What follows belongs to an exercise in optimizing a design on an open flow for small area and a short achievable clock period; a production flow would make more cautious choices.
The RTL was checked by simulation tests, not by an equivalence proof against the original design.
Power figures rest on the tool's default switching activity, not on a simulated workload.

==> flow/design.v <==
module sys_matmul_stream #(
  parameter int N      = 3,
  parameter int DW     = 8,
  parameter int ACC_W  = 2*DW + $clog2(N),
  parameter int SIGNED = 0
) (
  input  logic             CLK,
  input  logic             rst_n,
  input  logic             vld_in,
  output logic             rdy_in,
  input  logic [DW-1:0]    a,
  input  logic [DW-1:0]    b,
  input  logic             keep,
  output logic             vld_out,
  input  logic             rdy_out,
  output logic [ACC_W-1:0] c,
  output logic             last_out,
  output logic             busy,
  output logic [1:0]       dbg_state
);
  localparam logic [1:0] S_LOAD = 2'd0, S_MAC = 2'd1, S_DRAIN = 2'd2;
  localparam int UD = 0, UY = 1, UZ = 2;
  logic [1:0]       r_state;
  logic             r_rdy;         
  logic [1:0]       r_i, r_j;
  logic             r_busy;
  logic             r_zero;        
  logic             r_clr;         
  logic             r_ph1;         
  logic             r_h1, r_h1i1;  
  logic             r_enD, r_enYZ, r_clrD, r_clrYZ, r_cD1, r_cY1, r_pzD;
  logic [2:0]       r_wD, r_wYZ;   
  logic [9:0]       r_ld;          
  logic [ACC_W-1:0] r_cout;
  logic [DW-1:0]    r_a [2];       
  logic [DW-1:0]    r_b [2];
  logic [DW-1:0]    r_az, r_by;
  logic [14:0]      r_ps [3];      
  logic [14:1]      r_pc [3];
  logic [ACC_W-1:0] r_c [3][3];
  logic w_in_hs, w_out_hs, w_mac, w_drain, w_ld;
  assign w_mac     = r_state[0];
  assign w_drain   = r_state[1];
  assign rdy_in    = r_rdy;
  assign vld_out   = w_drain;
  assign last_out  = r_ld[9];
  assign c         = r_cout;
  assign busy      = r_busy;
  assign dbg_state = r_state;
  assign w_in_hs   = vld_in && rdy_in;
  assign w_out_hs  = w_drain && rdy_out;
  assign w_ld      = (w_mac && (r_j == 2'd2)) || w_out_hs;
  logic w_clr_now;
  assign w_clr_now = ((r_i == 2'd0) && (r_j == 2'd0)) ? (!keep || r_zero) : r_clr;
  always_ff @(posedge CLK) begin
    if (!rst_n) begin
      r_state <= S_LOAD;
      r_rdy   <= 1'b1;
      r_i     <= '0;
      r_j     <= '0;
      r_busy  <= 1'b0;
      r_zero  <= 1'b1;
      r_ph1   <= 1'b0;
      r_h1    <= 1'b0;
      r_h1i1  <= 1'b0;
      r_enD   <= 1'b0;
      r_enYZ  <= 1'b0;
      r_wD    <= 3'b001;
      r_wYZ   <= 3'b001;
      r_ld    <= 10'd1;
    end else begin
      case (r_state)
        S_LOAD:  if (w_in_hs && (r_i == 2'd2)) begin r_state <= S_MAC; r_rdy <= 1'b0; end
        S_MAC:   if (r_j == 2'd2) r_state <= S_DRAIN;
                 else begin r_state <= S_LOAD; r_rdy <= 1'b1; end
        default: if (w_out_hs && r_ld[9]) begin r_state <= S_LOAD; r_rdy <= 1'b1; end
      endcase
      r_ph1  <= w_mac;
      r_h1   <= w_in_hs;
      r_h1i1 <= w_in_hs && (r_i == 2'd1);
      r_enD  <= r_h1;
      r_enYZ <= r_h1i1 || w_mac || r_ph1;
      if (r_enD)  r_wD  <= {r_wD[1:0], r_wD[2]};
      if (r_enYZ) r_wYZ <= {r_wYZ[1:0], r_wYZ[2]};
      if (w_in_hs) begin
        r_i    <= (r_i == 2'd2) ? 2'd0 : r_i + 2'd1;
        r_busy <= 1'b1;
        if ((r_i == 2'd0) && (r_j == 2'd0)) r_zero <= 1'b0;
      end
      if (w_mac) r_j <= (r_j == 2'd2) ? 2'd0 : r_j + 2'd1;
      if (w_out_hs && r_ld[9]) r_busy <= 1'b0;
      if (w_ld) begin
        r_ld   <= {r_ld[8:0], r_ld[9]};
      end
    end
  end
  always_ff @(posedge CLK) begin
    if (w_in_hs && (r_i == 2'd0) && (r_j == 2'd0)) r_clr <= !keep || r_zero;
    r_cD1   <= w_in_hs && (r_j == 2'd0) && w_clr_now;
    r_pzD   <= w_in_hs && (r_i == 2'd0) && (r_j == 2'd0) && w_clr_now;
    r_clrD  <= r_cD1;
    r_cY1   <= w_in_hs && (r_i == 2'd1) && (r_j == 2'd0) && r_clr;
    r_clrYZ <= r_cY1 || (r_clr && ((w_mac && (r_j == 2'd0)) || (r_ph1 && (r_j == 2'd1))));
    if (w_in_hs) begin
      r_a[0] <= a;      r_a[1] <= r_a[0];
      r_b[0] <= b;      r_b[1] <= r_b[0];
    end
    if (w_in_hs && (r_i == 2'd0)) begin
      r_az <= a;
      r_by <= b;
    end else if (w_mac) begin
      r_az <= r_a[1];
      r_by <= r_b[1];
    end
  end
  always_ff @(posedge CLK)
    if (!rst_n || w_ld) r_cout <= w_cnext & {ACC_W{rst_n}};
  logic [2:0] w_ks [3];    
  logic [2:0] w_ps [3];    
  logic [ACC_W-1:0] w_cnext;
  always_comb begin
    w_ks[UD] = {r_ld[8], r_ld[4], r_ld[0]};
    w_ks[UY] = {r_ld[7], r_ld[6], r_ld[3]};
    w_ks[UZ] = {r_ld[5], r_ld[2], r_ld[1]};
    for (int u = 0; u < 3; u++) begin
      logic [2:0] w;
      w = (u == UD) ? r_wD : r_wYZ;
      for (int p = 0; p < 3; p++)
        w_ps[u][p] = (w[0] & w_ks[u][p]) | (w[1] & w_ks[u][(p+1)%3]) | (w[2] & w_ks[u][(p+2)%3]);
    end
    w_cnext = '0;
    for (int u = 0; u < 3; u++)
      for (int p = 0; p < 3; p++)
        w_cnext = w_cnext | (r_c[u][p] & {ACC_W{w_ps[u][p]}});
  end
  logic [15:0] w_ms [3], w_mc [3];
  mul8cs u_mD (.x(r_a[0]), .y(r_b[0]), .s(w_ms[UD]), .c(w_mc[UD]));
  mul8cs u_mY (.x(r_a[0]), .y(r_by),   .s(w_ms[UY]), .c(w_mc[UY]));
  mul8cs u_mZ (.x(r_az),   .y(r_b[0]), .s(w_ms[UZ]), .c(w_mc[UZ]));
  always_ff @(posedge CLK) begin
    for (int u = 0; u < 3; u++) begin
      r_ps[u] <= w_ms[u][14:0];
      r_pc[u] <= w_mc[u][14:1];
    end
  end
  logic w_en [3], w_rz [3], w_pz [3];
  assign w_en[UD] = r_enD;
  assign w_en[UY] = r_enYZ;
  assign w_en[UZ] = r_enYZ;
  assign w_rz[UD] = r_clrD && !r_wD[2];
  assign w_rz[UY] = r_clrYZ && !r_wYZ[2];
  assign w_rz[UZ] = w_rz[UY];
  assign w_pz[UD] = r_pzD;
  assign w_pz[UY] = r_cY1;
  assign w_pz[UZ] = r_cY1;
  always_ff @(posedge CLK) begin
    for (int u = 0; u < 3; u++)
      if (w_en[u]) begin
        r_c[u][0] <= w_rz[u] ? '0 : r_c[u][1];
        r_c[u][1] <= r_c[u][2];
        r_c[u][2] <= r_c[u][0] + ACC_W'(r_ps[u]) + ACC_W'({r_pc[u], 1'b0});
      end else if (w_pz[u]) begin
        r_c[u][0] <= '0;
      end
  end
endmodule
module mul8cs (input logic [7:0] x, input logic [7:0] y, output logic [15:0] s, output logic [15:0] c);
  wire pp0_0 = x[0] & y[0];
  wire pp0_1 = x[0] & y[1];
  wire pp0_2 = x[0] & y[2];
  wire pp0_3 = x[0] & y[3];
  wire pp0_4 = x[0] & y[4];
  wire pp0_5 = x[0] & y[5];
  wire pp0_6 = x[0] & y[6];
  wire pp0_7 = x[0] & y[7];
  wire pp1_0 = x[1] & y[0];
  wire pp1_1 = x[1] & y[1];
  wire pp1_2 = x[1] & y[2];
  wire pp1_3 = x[1] & y[3];
  wire pp1_4 = x[1] & y[4];
  wire pp1_5 = x[1] & y[5];
  wire pp1_6 = x[1] & y[6];
  wire pp1_7 = x[1] & y[7];
  wire pp2_0 = x[2] & y[0];
  wire pp2_1 = x[2] & y[1];
  wire pp2_2 = x[2] & y[2];
  wire pp2_3 = x[2] & y[3];
  wire pp2_4 = x[2] & y[4];
  wire pp2_5 = x[2] & y[5];
  wire pp2_6 = x[2] & y[6];
  wire pp2_7 = x[2] & y[7];
  wire pp3_0 = x[3] & y[0];
  wire pp3_1 = x[3] & y[1];
  wire pp3_2 = x[3] & y[2];
  wire pp3_3 = x[3] & y[3];
  wire pp3_4 = x[3] & y[4];
  wire pp3_5 = x[3] & y[5];
  wire pp3_6 = x[3] & y[6];
  wire pp3_7 = x[3] & y[7];
  wire pp4_0 = x[4] & y[0];
  wire pp4_1 = x[4] & y[1];
  wire pp4_2 = x[4] & y[2];
  wire pp4_3 = x[4] & y[3];
  wire pp4_4 = x[4] & y[4];
  wire pp4_5 = x[4] & y[5];
  wire pp4_6 = x[4] & y[6];
  wire pp4_7 = x[4] & y[7];
  wire pp5_0 = x[5] & y[0];
  wire pp5_1 = x[5] & y[1];
  wire pp5_2 = x[5] & y[2];
  wire pp5_3 = x[5] & y[3];
  wire pp5_4 = x[5] & y[4];
  wire pp5_5 = x[5] & y[5];
  wire pp5_6 = x[5] & y[6];
  wire pp5_7 = x[5] & y[7];
  wire pp6_0 = x[6] & y[0];
  wire pp6_1 = x[6] & y[1];
  wire pp6_2 = x[6] & y[2];
  wire pp6_3 = x[6] & y[3];
  wire pp6_4 = x[6] & y[4];
  wire pp6_5 = x[6] & y[5];
  wire pp6_6 = x[6] & y[6];
  wire pp6_7 = x[6] & y[7];
  wire pp7_0 = x[7] & y[0];
  wire pp7_1 = x[7] & y[1];
  wire pp7_2 = x[7] & y[2];
  wire pp7_3 = x[7] & y[3];
  wire pp7_4 = x[7] & y[4];
  wire pp7_5 = x[7] & y[5];
  wire pp7_6 = x[7] & y[6];
  wire pp7_7 = x[7] & y[7];
  wire hs0 = pp0_6 ^ pp1_5;
  wire hc0 = pp0_6 & pp1_5;
  wire fs1 = pp0_7 ^ pp1_6 ^ pp2_5;
  wire fc1 = (pp0_7 & pp1_6) | (pp0_7 & pp2_5) | (pp1_6 & pp2_5);
  wire hs2 = pp3_4 ^ pp4_3;
  wire hc2 = pp3_4 & pp4_3;
  wire fs3 = pp1_7 ^ pp2_6 ^ pp3_5;
  wire fc3 = (pp1_7 & pp2_6) | (pp1_7 & pp3_5) | (pp2_6 & pp3_5);
  wire hs4 = pp4_4 ^ pp5_3;
  wire hc4 = pp4_4 & pp5_3;
  wire fs5 = pp2_7 ^ pp3_6 ^ pp4_5;
  wire fc5 = (pp2_7 & pp3_6) | (pp2_7 & pp4_5) | (pp3_6 & pp4_5);
  wire hs6 = pp0_4 ^ pp1_3;
  wire hc6 = pp0_4 & pp1_3;
  wire fs7 = pp0_5 ^ pp1_4 ^ pp2_3;
  wire fc7 = (pp0_5 & pp1_4) | (pp0_5 & pp2_3) | (pp1_4 & pp2_3);
  wire hs8 = pp3_2 ^ pp4_1;
  wire hc8 = pp3_2 & pp4_1;
  wire fs9 = hs0 ^ pp2_4 ^ pp3_3;
  wire fc9 = (hs0 & pp2_4) | (hs0 & pp3_3) | (pp2_4 & pp3_3);
  wire fs10 = pp4_2 ^ pp5_1 ^ pp6_0;
  wire fc10 = (pp4_2 & pp5_1) | (pp4_2 & pp6_0) | (pp5_1 & pp6_0);
  wire fs11 = fs1 ^ hs2 ^ pp5_2;
  wire fc11 = (fs1 & hs2) | (fs1 & pp5_2) | (hs2 & pp5_2);
  wire fs12 = pp6_1 ^ pp7_0 ^ hc0;
  wire fc12 = (pp6_1 & pp7_0) | (pp6_1 & hc0) | (pp7_0 & hc0);
  wire fs13 = fs3 ^ hs4 ^ pp6_2;
  wire fc13 = (fs3 & hs4) | (fs3 & pp6_2) | (hs4 & pp6_2);
  wire fs14 = pp7_1 ^ fc1 ^ hc2;
  wire fc14 = (pp7_1 & fc1) | (pp7_1 & hc2) | (fc1 & hc2);
  wire fs15 = fs5 ^ pp5_4 ^ pp6_3;
  wire fc15 = (fs5 & pp5_4) | (fs5 & pp6_3) | (pp5_4 & pp6_3);
  wire fs16 = pp7_2 ^ fc3 ^ hc4;
  wire fc16 = (pp7_2 & fc3) | (pp7_2 & hc4) | (fc3 & hc4);
  wire fs17 = pp3_7 ^ pp4_6 ^ pp5_5;
  wire fc17 = (pp3_7 & pp4_6) | (pp3_7 & pp5_5) | (pp4_6 & pp5_5);
  wire fs18 = pp6_4 ^ pp7_3 ^ fc5;
  wire fc18 = (pp6_4 & pp7_3) | (pp6_4 & fc5) | (pp7_3 & fc5);
  wire fs19 = pp4_7 ^ pp5_6 ^ pp6_5;
  wire fc19 = (pp4_7 & pp5_6) | (pp4_7 & pp6_5) | (pp5_6 & pp6_5);
  wire hs20 = pp0_3 ^ pp1_2;
  wire hc20 = pp0_3 & pp1_2;
  wire fs21 = hs6 ^ pp2_2 ^ pp3_1;
  wire fc21 = (hs6 & pp2_2) | (hs6 & pp3_1) | (pp2_2 & pp3_1);
  wire fs22 = fs7 ^ hs8 ^ pp5_0;
  wire fc22 = (fs7 & hs8) | (fs7 & pp5_0) | (hs8 & pp5_0);
  wire fs23 = fs9 ^ fs10 ^ fc7;
  wire fc23 = (fs9 & fs10) | (fs9 & fc7) | (fs10 & fc7);
  wire fs24 = fs11 ^ fs12 ^ fc9;
  wire fc24 = (fs11 & fs12) | (fs11 & fc9) | (fs12 & fc9);
  wire fs25 = fs13 ^ fs14 ^ fc11;
  wire fc25 = (fs13 & fs14) | (fs13 & fc11) | (fs14 & fc11);
  wire fs26 = fs15 ^ fs16 ^ fc13;
  wire fc26 = (fs15 & fs16) | (fs15 & fc13) | (fs16 & fc13);
  wire fs27 = fs17 ^ fs18 ^ fc15;
  wire fc27 = (fs17 & fs18) | (fs17 & fc15) | (fs18 & fc15);
  wire fs28 = fs19 ^ pp7_4 ^ fc17;
  wire fc28 = (fs19 & pp7_4) | (fs19 & fc17) | (pp7_4 & fc17);
  wire fs29 = pp5_7 ^ pp6_6 ^ pp7_5;
  wire fc29 = (pp5_7 & pp6_6) | (pp5_7 & pp7_5) | (pp6_6 & pp7_5);
  wire hs30 = pp0_2 ^ pp1_1;
  wire hc30 = pp0_2 & pp1_1;
  wire fs31 = hs20 ^ pp2_1 ^ pp3_0;
  wire fc31 = (hs20 & pp2_1) | (hs20 & pp3_0) | (pp2_1 & pp3_0);
  wire fs32 = fs21 ^ pp4_0 ^ hc20;
  wire fc32 = (fs21 & pp4_0) | (fs21 & hc20) | (pp4_0 & hc20);
  wire fs33 = fs22 ^ hc6 ^ fc21;
  wire fc33 = (fs22 & hc6) | (fs22 & fc21) | (hc6 & fc21);
  wire fs34 = fs23 ^ hc8 ^ fc22;
  wire fc34 = (fs23 & hc8) | (fs23 & fc22) | (hc8 & fc22);
  wire fs35 = fs24 ^ fc10 ^ fc23;
  wire fc35 = (fs24 & fc10) | (fs24 & fc23) | (fc10 & fc23);
  wire fs36 = fs25 ^ fc12 ^ fc24;
  wire fc36 = (fs25 & fc12) | (fs25 & fc24) | (fc12 & fc24);
  wire fs37 = fs26 ^ fc14 ^ fc25;
  wire fc37 = (fs26 & fc14) | (fs26 & fc25) | (fc14 & fc25);
  wire fs38 = fs27 ^ fc16 ^ fc26;
  wire fc38 = (fs27 & fc16) | (fs27 & fc26) | (fc16 & fc26);
  wire fs39 = fs28 ^ fc18 ^ fc27;
  wire fc39 = (fs28 & fc18) | (fs28 & fc27) | (fc18 & fc27);
  wire fs40 = fs29 ^ fc19 ^ fc28;
  wire fc40 = (fs29 & fc19) | (fs29 & fc28) | (fc19 & fc28);
  wire fs41 = pp6_7 ^ pp7_6 ^ fc29;
  wire fc41 = (pp6_7 & pp7_6) | (pp6_7 & fc29) | (pp7_6 & fc29);
  assign s[0] = pp0_0;
  assign c[0] = 1'b0;
  assign s[1] = pp0_1;
  assign c[1] = pp1_0;
  assign s[2] = hs30;
  assign c[2] = pp2_0;
  assign s[3] = fs31;
  assign c[3] = hc30;
  assign s[4] = fs32;
  assign c[4] = fc31;
  assign s[5] = fs33;
  assign c[5] = fc32;
  assign s[6] = fs34;
  assign c[6] = fc33;
  assign s[7] = fs35;
  assign c[7] = fc34;
  assign s[8] = fs36;
  assign c[8] = fc35;
  assign s[9] = fs37;
  assign c[9] = fc36;
  assign s[10] = fs38;
  assign c[10] = fc37;
  assign s[11] = fs39;
  assign c[11] = fc38;
  assign s[12] = fs40;
  assign c[12] = fc39;
  assign s[13] = fs41;
  assign c[13] = fc40;
  assign s[14] = pp7_7;
  assign c[14] = fc41;
  assign s[15] = 1'b0;
  assign c[15] = 1'b0;
endmodule
==> flow/run.sh <==
#!/bin/bash
# synth_recipe.tcl (not shown) runs the flow's synth.tcl, then flattens the netlist and writes it again
# the make line also repeats each setting of config.mk as NAME=value (left out here)
make -C /OpenROAD-flow-scripts/flow DESIGN_CONFIG=/design/flow/config.mk WORK_HOME=/design/flow/orfs CLKGATE_MAP_FILE= SYNTH_SCRIPT=/design/flow/synth_recipe.tcl finish
==> flow/config.mk <==
export PLATFORM = sky130hd
export DESIGN_NAME = sys_matmul_stream
export DESIGN_NICKNAME = sys_matmul_stream
export VERILOG_FILES = /design/flow/design.v
export SDC_FILE = /design/flow/constraint.sdc
export NUM_CORES = 4
export LEC_CHECK = 0
export CAP_MARGIN = 20
export CORE_MARGIN = 2
export CORE_UTILIZATION = 40
export CTS_CLUSTER_DIAMETER = 180
export CTS_CLUSTER_SIZE = 26
export SETUP_SLACK_MARGIN = 5
export SLEW_MARGIN = 20
==> flow/constraint.sdc <==
create_clock -name core_clock -period 8.0 [get_ports {CLK}]
set_input_delay 1.6000 -clock core_clock [delete_from_list [all_inputs] [get_ports {CLK}]]
set_output_delay 1.6000 -clock core_clock [all_outputs]
set_load 0.01 [all_outputs]
==> run notes <==
-- logic make-up (layout without fill, tap and decap cells) --
kind of cell	after synthesis	after routing	synth area share, %
simple gates	406	406	11.1
xor+xnor	39	39	1.87
flops	351	351	51.1
mux	25	25	1.49
compound gates	235	235	9.28
fa+ha+maj	219	219	21.2
buf+inv	186	260	3.99
-- what timing repair did --
action	CTS	global route
setup buffers	26	17
endpoints found under the setup margin	74	25
pin swaps	3	4
resized for setup	40	14
-- stage by stage --
stage                     cells  setup WS (ns)
after floorplan            1461           4.96
after global placement     2062           3.97
after detailed placement   2062           3.97
after CTS                  2117           5.01
after global routing       2135           5.00
final                      2135           5.07
-- worst paths after layout --
path | from | to | slack [ns] | cells past startpoint
min reg2reg | r_cD1$_DFF_P_ | r_clrD$_DFF_P_ | 0.34 | 0
min | r_cD1$_DFF_P_ | r_clrD$_DFF_P_ | 0.34 | 0
max reg2reg | r_a[0][5]$_DFFE_PP_ | r_ps[0][8]$_DFF_P_ | 5.07 | 7
max | r_a[0][5]$_DFFE_PP_ | r_ps[0][8]$_DFF_P_ | 5.07 | 7
-- synthesized netlist by cell type, types with 9 or more instances --
library cell and instances:
edfxtp_1 229, nand2_1 177, fa_1 150, and2_1 139
inv_1 136, dfxtp_1 122, ha_1 69, a21oi_1 51
clkbuf_1 37, nor2_1 32, xnor2_1 30, a22oi_1 27
a31oi_1 24, a221oi_1 18, a222oi_1 18, a22o_1 18
o21ai_0 17, nand3_1 14, a21o_1 10, mux2_2 9
o21ai_1 9, xor2_1 9
-- worst max-delay path, cell delays in order (launching register included) --
cell	delay [ns]
edfxtp_1	0.70
and2_1	0.30
ha_1	0.27
inv_1	0.05
fa_1	0.50
inv_1	0.05
fa_1	0.52
fa_1	0.42
-- power groups by stage --
stage / combinational, mW / sequential, mW / clock [mW]
2_1_floorplan: 1.63 / 2.43 / 0
3_3_place_gp: 2.10 / 2.52 / 0
3_5_place_dp: 2.15 / 2.53 / 0
4_1_cts: 2.20 / 2.47 / 1.01
5_1_grt: 2.53 / 2.49 / 1.07
6_report: 2.26 / 2.47 / 0.986
-- registers in the layout, summed over array words and instances, names as in the netlist, 2 cells and up --
register / flops
r_az: 8
r_b: 16
r_state: 2
r_c: 162
r_ld: 10
r_wD: 3
r_ps: 45
r_by: 8
r_j: 2
r_wYZ: 3
r_cout: 18
r_pc: 42
r_i: 2
r_a: 16
-- final cells by class --
| class | instances | area (µm²) | area share, % |
|---|---|---|---|
| timing repair buffer | 95 | 810 | 4.01 |
| clock buffer | 28 | 467 | 2.31 |
| sequential | 351 | 9330 | 46.2 |
| tap | 600 | 751 | 3.72 |
| inverter | 136 | 510 | 2.53 |
| clock inverter | 1 | 16.3 | 0.0805 |
| multi-input combinational | 924 | 8310 | 41.1 |
-- routing by layer --
layer | vias up | global-route usage (%) | part of all wire, %
li1 | 5162 | - | -
met4 | 0 | 3.84 | 1.6
met5 | - | 0 | 0
met3 | 45 | 2.11 | 6.8
met1 | 5670 | 27.7 | 46
met2 | 383 | 29.0 | 45
==> reports/results.txt <==
Outcome = finished clean
Post-layout util = 44.7%
TritonCTS clock tree = yes
Syn avg cell area = 12.5 µm²
Core Area = 0.0452 mm²
Fmax = 0.341 GHz
Hold_ws = 0.339 ns
Gr ovfl total = 0
Synth Register Bits = 351
Placed wire-length estimate = 30800 µm
Unrepaired setup endpoints after global routing = false
Number of global-route vias before repair = 11306
Final GP Congestion = 0.832
Net Count, Synth = 1701
Power density over the cells = 283 mW/mm²
Post-route clock period utilization = 36.7%
Worst-path clk slew = 0.10 ns
Post-synth EDFFs = 229
Sequential power share = 43.2%
Port Buffers = 44
Max FO, Critical Path = 17
Top_reg_cell synth = edfxtp_1
Largest net degree at the start of global routing = 71
Post-route setup TNS = 0 ns
Gate power share = 39.5%
Layout net count = 1765
CTS buffer count = 17
Sw frac = 36.2%
Routed vias/inst = 5.27
Maximum VDD drop = 0.000126 V
Commonest non-fill, non-tap cell in the layout = edfxtp_1
Root buffer cell = clkbuf_16
Skew-Pair Late Insertion Delay = 0.53 ns
Initial DRC Count = 1173
Clock tree buffer depth = 3
# setup viols final = 0
Post-route ant nets = 0
CP arrival = 3.34 ns
CP endpoint kind = register
Distinct cells, synth = 64
Minimum clock period = 2.93 ns
Ant diodes = 0
CTS hold repair buffers = 0
Drt pass-1 iters = 7
WL per Instance = 20.3 µm
Layout area overhead = 10.8%
WP data required = 8.41 ns
Clock power frac = 17.3%
Tot Pwr = 5.71 mW
Hold Crit Class = register to register
Dpl cell area = 0.0193 mm²
Layout cells sized above 1 = 8.08%
Vias = 11260
Row count = 78
First-pass GRT wire length = 66900 µm
Leakage = 7.98 nW
Top cells by area, synth = edfxtp_1 38%, fa_1 16%, dfxtp_1 13%
Setup crit start kind = register
Async SR Flop Fraction = 0%
Hold Violations, Final = 0
Mapped cell area = 0.0182 mm²
Setup Crit Path Kind = register to register
Drc violations = 0
Yosys top cell area share = 37.7%
Switching power = 2.07 mW
Initial antenna violation count = 1
H-tree depth = 1
GRT Overall Usage = 18.5%
Initial Util = 40.4%
Register area share after synthesis = 51.1%
Synth area leader = edfxtp_1
Slew Limit Fails = 0
Die area = 0.0473 mm²
Max-slew headroom = 28.2%
Number of synthesis warnings = 23
Die span in x = 218 µm
Fillers = 4116
Post-Syn Instances = 1461
Max_cap viols = 0
Drt total wl = 43300 µm
Leading cell types in the layout, fill and taps excluded = 229 x edfxtp_1, 176 x nand2_1, 148 x fa_1
Clock Skews = 0.0313 ns
# clock sinks = 351
I/O Pins = 45
Worst Tran Pin Value = 1.08 ns
Die H = 218 µm
Int Pwr = 3.64 mW
Cell area after layout = 0.0202 mm²

separate check: timing with driven ports:
How much do the figures lean on ideal ports? The routed layout below was timed once more, with nothing changed but the port constraints.
Step 1: set_driving_cell puts a clkbuf_16 on CLK and a buf_2 on each other input, an assumption about the parent block.
Step 2 adds t to the input delays and takes it off the output delays; t is the mean of the earliest and latest rising clock arrival at the registers after step 1. Input paths then give back, and output paths get back, about the clock's delay inside the block.
Slacks: ideal / step 1 / step 2; pairs: ideal / step 1.
t, ns: 0.568
setup WS [ns]: 5.067 / 5.067 / 4.597
worst slew at a driven data input, ns: 0.07
pins driven straight from the clock port: 1
After both steps setup and hold are still met in this run. For this run, drivers alone change the setup slack by 0.000 ns; drivers and shift together by -0.470 ns.
